This is an optimization exercise on Yosys and OpenROAD, whose aim is small area, a short achievable clock period and few clock cycles per item, not a production implementation.
RTL that was checked went through simulation tests only; none was proved equivalent to the original.
Power is estimated from default activity; no workload was simulated.

Setup of old:
// sha1_core
module sha1_core (
	input  logic              clk,
	input  logic              reset,
	input  logic              start,
	input  sha1_pkg::block_t  block,
	output logic              busy,
	output logic              done,
	output sha1_pkg::digest_t hash
);
	localparam logic [31:0] iv_a = sha1_pkg::init_hash[159:128];
	localparam logic [31:0] iv_b = sha1_pkg::init_hash[127:96];
	localparam logic [31:0] iv_c = sha1_pkg::init_hash[95:64];
	localparam logic [31:0] iv_d = sha1_pkg::init_hash[63:32];
	localparam logic [31:0] iv_e = sha1_pkg::init_hash[31:0];
	localparam logic [31:0] k0   = sha1_pkg::k_const[31:0];
	localparam logic [31:0] z0   = ((iv_b & iv_c) | (~iv_b & iv_d)) + iv_e + k0;
	function automatic logic [31:0] rotl5(input logic [31:0] x);
		rotl5 = {x[26:0], x[31:27]};
	endfunction
	function automatic logic [31:0] rotl30(input logic [31:0] x);
		rotl30 = {x[1:0], x[31:2]};
	endfunction
	function automatic logic [31:0] rotl1(input logic [31:0] x);
		rotl1 = {x[30:0], x[31]};
	endfunction
  ...
Size in the first run: roughly 690 flip-flops, roughly 0.038 mm² of cells after synthesis.
==> module sha1_core, before the edit <==
module sha1_core (
	input  logic              clk,
	input  logic              reset,
	input  logic              start,
	input  sha1_pkg::block_t  block,
	output logic              busy,
	output logic              done,
	output sha1_pkg::digest_t hash
);
	localparam logic [31:0] iv_a = sha1_pkg::init_hash[159:128];
	localparam logic [31:0] iv_b = sha1_pkg::init_hash[127:96];
	localparam logic [31:0] iv_c = sha1_pkg::init_hash[95:64];
	localparam logic [31:0] iv_d = sha1_pkg::init_hash[63:32];
	localparam logic [31:0] iv_e = sha1_pkg::init_hash[31:0];
	localparam logic [31:0] k0   = sha1_pkg::k_const[31:0];
	localparam logic [31:0] z0   = ((iv_b & iv_c) | (~iv_b & iv_d)) + iv_e + k0;
	function automatic logic [31:0] rotl5(input logic [31:0] x);
		rotl5 = {x[26:0], x[31:27]};
	endfunction
	function automatic logic [31:0] rotl30(input logic [31:0] x);
		rotl30 = {x[1:0], x[31:2]};
	endfunction
	function automatic logic [31:0] rotl1(input logic [31:0] x);
		rotl1 = {x[30:0], x[31]};
	endfunction
	function automatic logic [31:0] kof(input logic [1:0] g);
		kof = sha1_pkg::k_const[g*32 +: 32];
	endfunction
	function automatic logic [1:0] gof(input logic [5:0] t);
		if (t < 6'd10)
			gof = 2'd0;
		else if (t < 6'd20)
			gof = 2'd1;
		else if (t < 6'd30)
			gof = 2'd2;
		else
			gof = 2'd3;
	endfunction
	function automatic logic [31:0] fof(input logic ch, input logic maj,
		input logic [31:0] x, input logic [31:0] y, input logic [31:0] z);
		if (ch)
			fof = (x & y) | (~x & z);
		else if (maj)
			fof = (x & y) | (x & z) | (y & z);
		else
			fof = x ^ y ^ z;
	endfunction
	logic           idle;
	logic           accept;
	logic           last;
	logic [5:0]     cnt;
	logic [1:0]     g_cur;       
	logic [1:0]     g_nxt;       
	logic           cur_ch, cur_maj, nxt_ch, nxt_maj;
	logic           fin;         
	logic [31:0]    a, b, c, d, p;
	logic [31:0]    win [16];
	logic [31:0]    x [18];
	logic [31:0]    a1, a2;
	logic [31:0]    z1s, z1c, t1, t2;
	logic [31:0]    s2, c2;
	logic [31:0]    f2, cn, kn, wn, ps, pc, fx, fy, sx, cx, sy, cy, s4, c4, s3, c3, p_next;
	assign accept = start && !busy;
	assign last   = (cnt == 6'd39);
	always_comb
	begin
		for (int i = 0; i < 16; i++)
			x[i] = win[i];
		for (int j = 0; j < 2; j++)
			x[16 + j] = rotl1(x[13 + j] ^ x[8 + j] ^ x[2 + j] ^ x[j]);
	end
	assign a1 = rotl5(a) + p;
	always_comb
	begin
		t2  = fin ? (kof(2'd3) + iv_a) : kof(g_cur);
		s2  = d ^ t2 ^ x[1];
		c2  = {((d & t2) | (d & x[1]) | (t2 & x[1])), 1'b0};
		t1  = fof(cur_ch, cur_maj, a, rotl30(b), c);
		z1s = s2 ^ c2 ^ t1;
		z1c = {((s2 & c2) | (s2 & t1) | (c2 & t1)), 1'b0};
	end
	always_comb
	begin
		s3 = rotl5(a1) ^ z1s ^ z1c;
		c3 = {((rotl5(a1) & z1s) | (rotl5(a1) & z1c) | (z1s & z1c)), 1'b0};
	end
	assign a2 = s3 + c3;
	always_comb
	begin
		if (!busy)
		begin
			kn = z0;
			wn = block[511:480];
		end
		else if (fin)
		begin
			kn = iv_e;
			wn = 32'd0;
		end
		else
		begin
			kn = kof(g_nxt);
			wn = x[2];
		end
		cn = c & {32{busy}};
		ps = cn ^ kn ^ wn;
		pc = {((cn & kn) | (cn & wn) | (kn & wn)), 1'b0};
		fy = fof(nxt_ch, nxt_maj, 32'd0, rotl30(a), rotl30(b)) & {32{busy && !fin}};
		fx = fof(nxt_ch, nxt_maj, 32'hFFFFFFFF, rotl30(a), rotl30(b)) & {32{busy && !fin}};
		for (int i = 0; i < 32; i++)
			f2[i] = a1[i] ? fx[i] : fy[i];
		s4 = f2 ^ ps ^ pc;
		c4 = (f2 & ps) | (f2 & pc) | (ps & pc);
	end
	assign p_next = s4 + {c4[30:0], 1'b0};
	always_ff @(posedge clk)
	begin
		p <= p_next;
		for (int i = 0; i < 16; i++)
			win[i] <= (x[i + 2] & {32{busy}}) | (block[(15 - i) * 32 +: 32] & {32{idle}});
		if (!busy)
		begin
			a       <= iv_a;
			b       <= iv_b;
			c       <= iv_c;
			d       <= iv_d;
			cnt     <= 6'd0;
			g_cur   <= 2'd0;
			g_nxt   <= 2'd0;
			cur_ch  <= 1'b1;
			cur_maj <= 1'b0;
			nxt_ch  <= 1'b1;
			nxt_maj <= 1'b0;
			fin     <= 1'b0;
		end
		else
		begin
			a       <= a2;
			b       <= a1;
			c       <= rotl30(a);
			d       <= rotl30(b);
			cnt     <= cnt + 6'd1;
			g_cur   <= g_nxt;
			g_nxt   <= gof(cnt + 6'd2);
			cur_ch  <= nxt_ch;
			cur_maj <= nxt_maj;
			nxt_ch  <= (gof(cnt + 6'd2) == 2'd0);
			nxt_maj <= (gof(cnt + 6'd2) == 2'd2);
			fin     <= (cnt == 6'd38);
		end
	end
	always_ff @(posedge clk)
	begin
		if (reset)
		begin
			busy <= 1'b0;
			idle <= 1'b1;
			done <= 1'b0;
		end
		else
		begin
			done <= busy && last;
			busy <= accept || (busy && !last);
			idle <= !(accept || (busy && !last));
		end
	end
	assign hash = {a, b + iv_b, c + iv_c, d + iv_d, p};
endmodule
export LEC_CHECK = 0
export ABC_AREA = 1
export CAP_MARGIN = 20
export CORE_MARGIN = 2
export CORE_UTILIZATION = 40
export CTS_CLUSTER_DIAMETER = 150
export CTS_CLUSTER_SIZE = 20
export SETUP_SLACK_MARGIN = 4
export SLEW_MARGIN = 20
export BUFFER_PORTS_ARGS = -buffer_cell sky130_fd_sc_hd__buf_1
create_clock -name core_clock -period 8.5 [get_ports {clk}]
standard.sh (not shown) runs the stock make flow with config.mk's settings and CLKGATE_MAP_FILE= SYNTH_SCRIPT=/design/flow/synth_recipe.tcl, a recipe that flattens the netlist after the stock synthesis.
==> flow/flow/run.sh <==
#!/bin/bash
# Standard layout, with plain buf_1 cells as the port buffers.
set -e
cp standard.sh standard_sh.log
cp config.mk config_mk.log
echo 'export BUFFER_PORTS_ARGS = -buffer_cell sky130_fd_sc_hd__buf_1' >> config.mk
bash standard.sh > standard.log 2>&1
Testbench counts of old, summed over its fixed seeds: cycles 5,248, items 128.
What new does differently from old at the input level:
-- flow/design.v --
<<< old, line 101
	always_comb
	begin
		t2  = fin ? (kof(2'd3) + iv_a) : kof(g_cur);
		s2  = d ^ t2 ^ x[1];
		c2  = {((d & t2) | (d & x[1]) | (t2 & x[1])), 1'b0};
		t1  = fof(cur_ch, cur_maj, a, rotl30(b), c);
		z1s = s2 ^ c2 ^ t1;
		z1c = {((s2 & c2) | (s2 & t1) | (c2 & t1)), 1'b0};
	end
	always_comb
>>> new, line 101
	always_comb
	begin
		t1  = fof(cur_ch, cur_maj, a, rotl30(b), c);
		t2  = fin ? (kof(2'd3) + iv_a) : kof(g_cur);
		s2  = t1 ^ t2 ^ d;
		c2  = {((t1 & t2) | (t1 & d) | (t2 & d)), 1'b0} ;
		z1s = s2 ^ c2 ^ x[1];
		z1c = {((s2 & c2) | (s2 & x[1]) | (c2 & x[1])), 1'b0};
	end
	always_comb
### Flow results
Relative to old, power increased by 7.0% in new. Delta (new minus old): mapped cell area roughly the same, total global routing track utilization lost 1.5 points, non-clock buffer count up about 4%. Delta (new minus old): weighted congestion reported at the end of routability-driven placement higher, routed via count lower, I/O pin total roughly the same.
The RTL of new was laid out without a check of its function.

[separate check: timing with driven ports]
The results above use ideal ports. As a check the final layouts listed here were re-extracted and re-timed, cells and wires unchanged. Step 1: set_driving_cell puts a clkbuf_16 on clk and a buf_2 on each other input, an assumption about the parent block. Step 2 adds t to the input delays and takes it off the output delays; t is the mean of the earliest and latest rising clock arrival at the registers after step 1. Input paths then give back, and output paths get back, about the clock's delay inside the block. a / b / c = no drivers / after step 1 / after step 2; a / b = the first two.
run	t, ns	setup slack, ns	hold WS [ns]	worst setup path after step 2
old	0.706	4.051 / 3.971 / 3.459	0.451 / 0.451 / 0.451	input to register
new	0.699	3.957 / 3.957 / 3.410	0.441 / 0.441 / 0.441	input to register
After both steps every run listed still meets setup and hold. The setup slack of old, which loses most, moves by -0.080 ns with the drivers and by -0.592 ns with both steps.
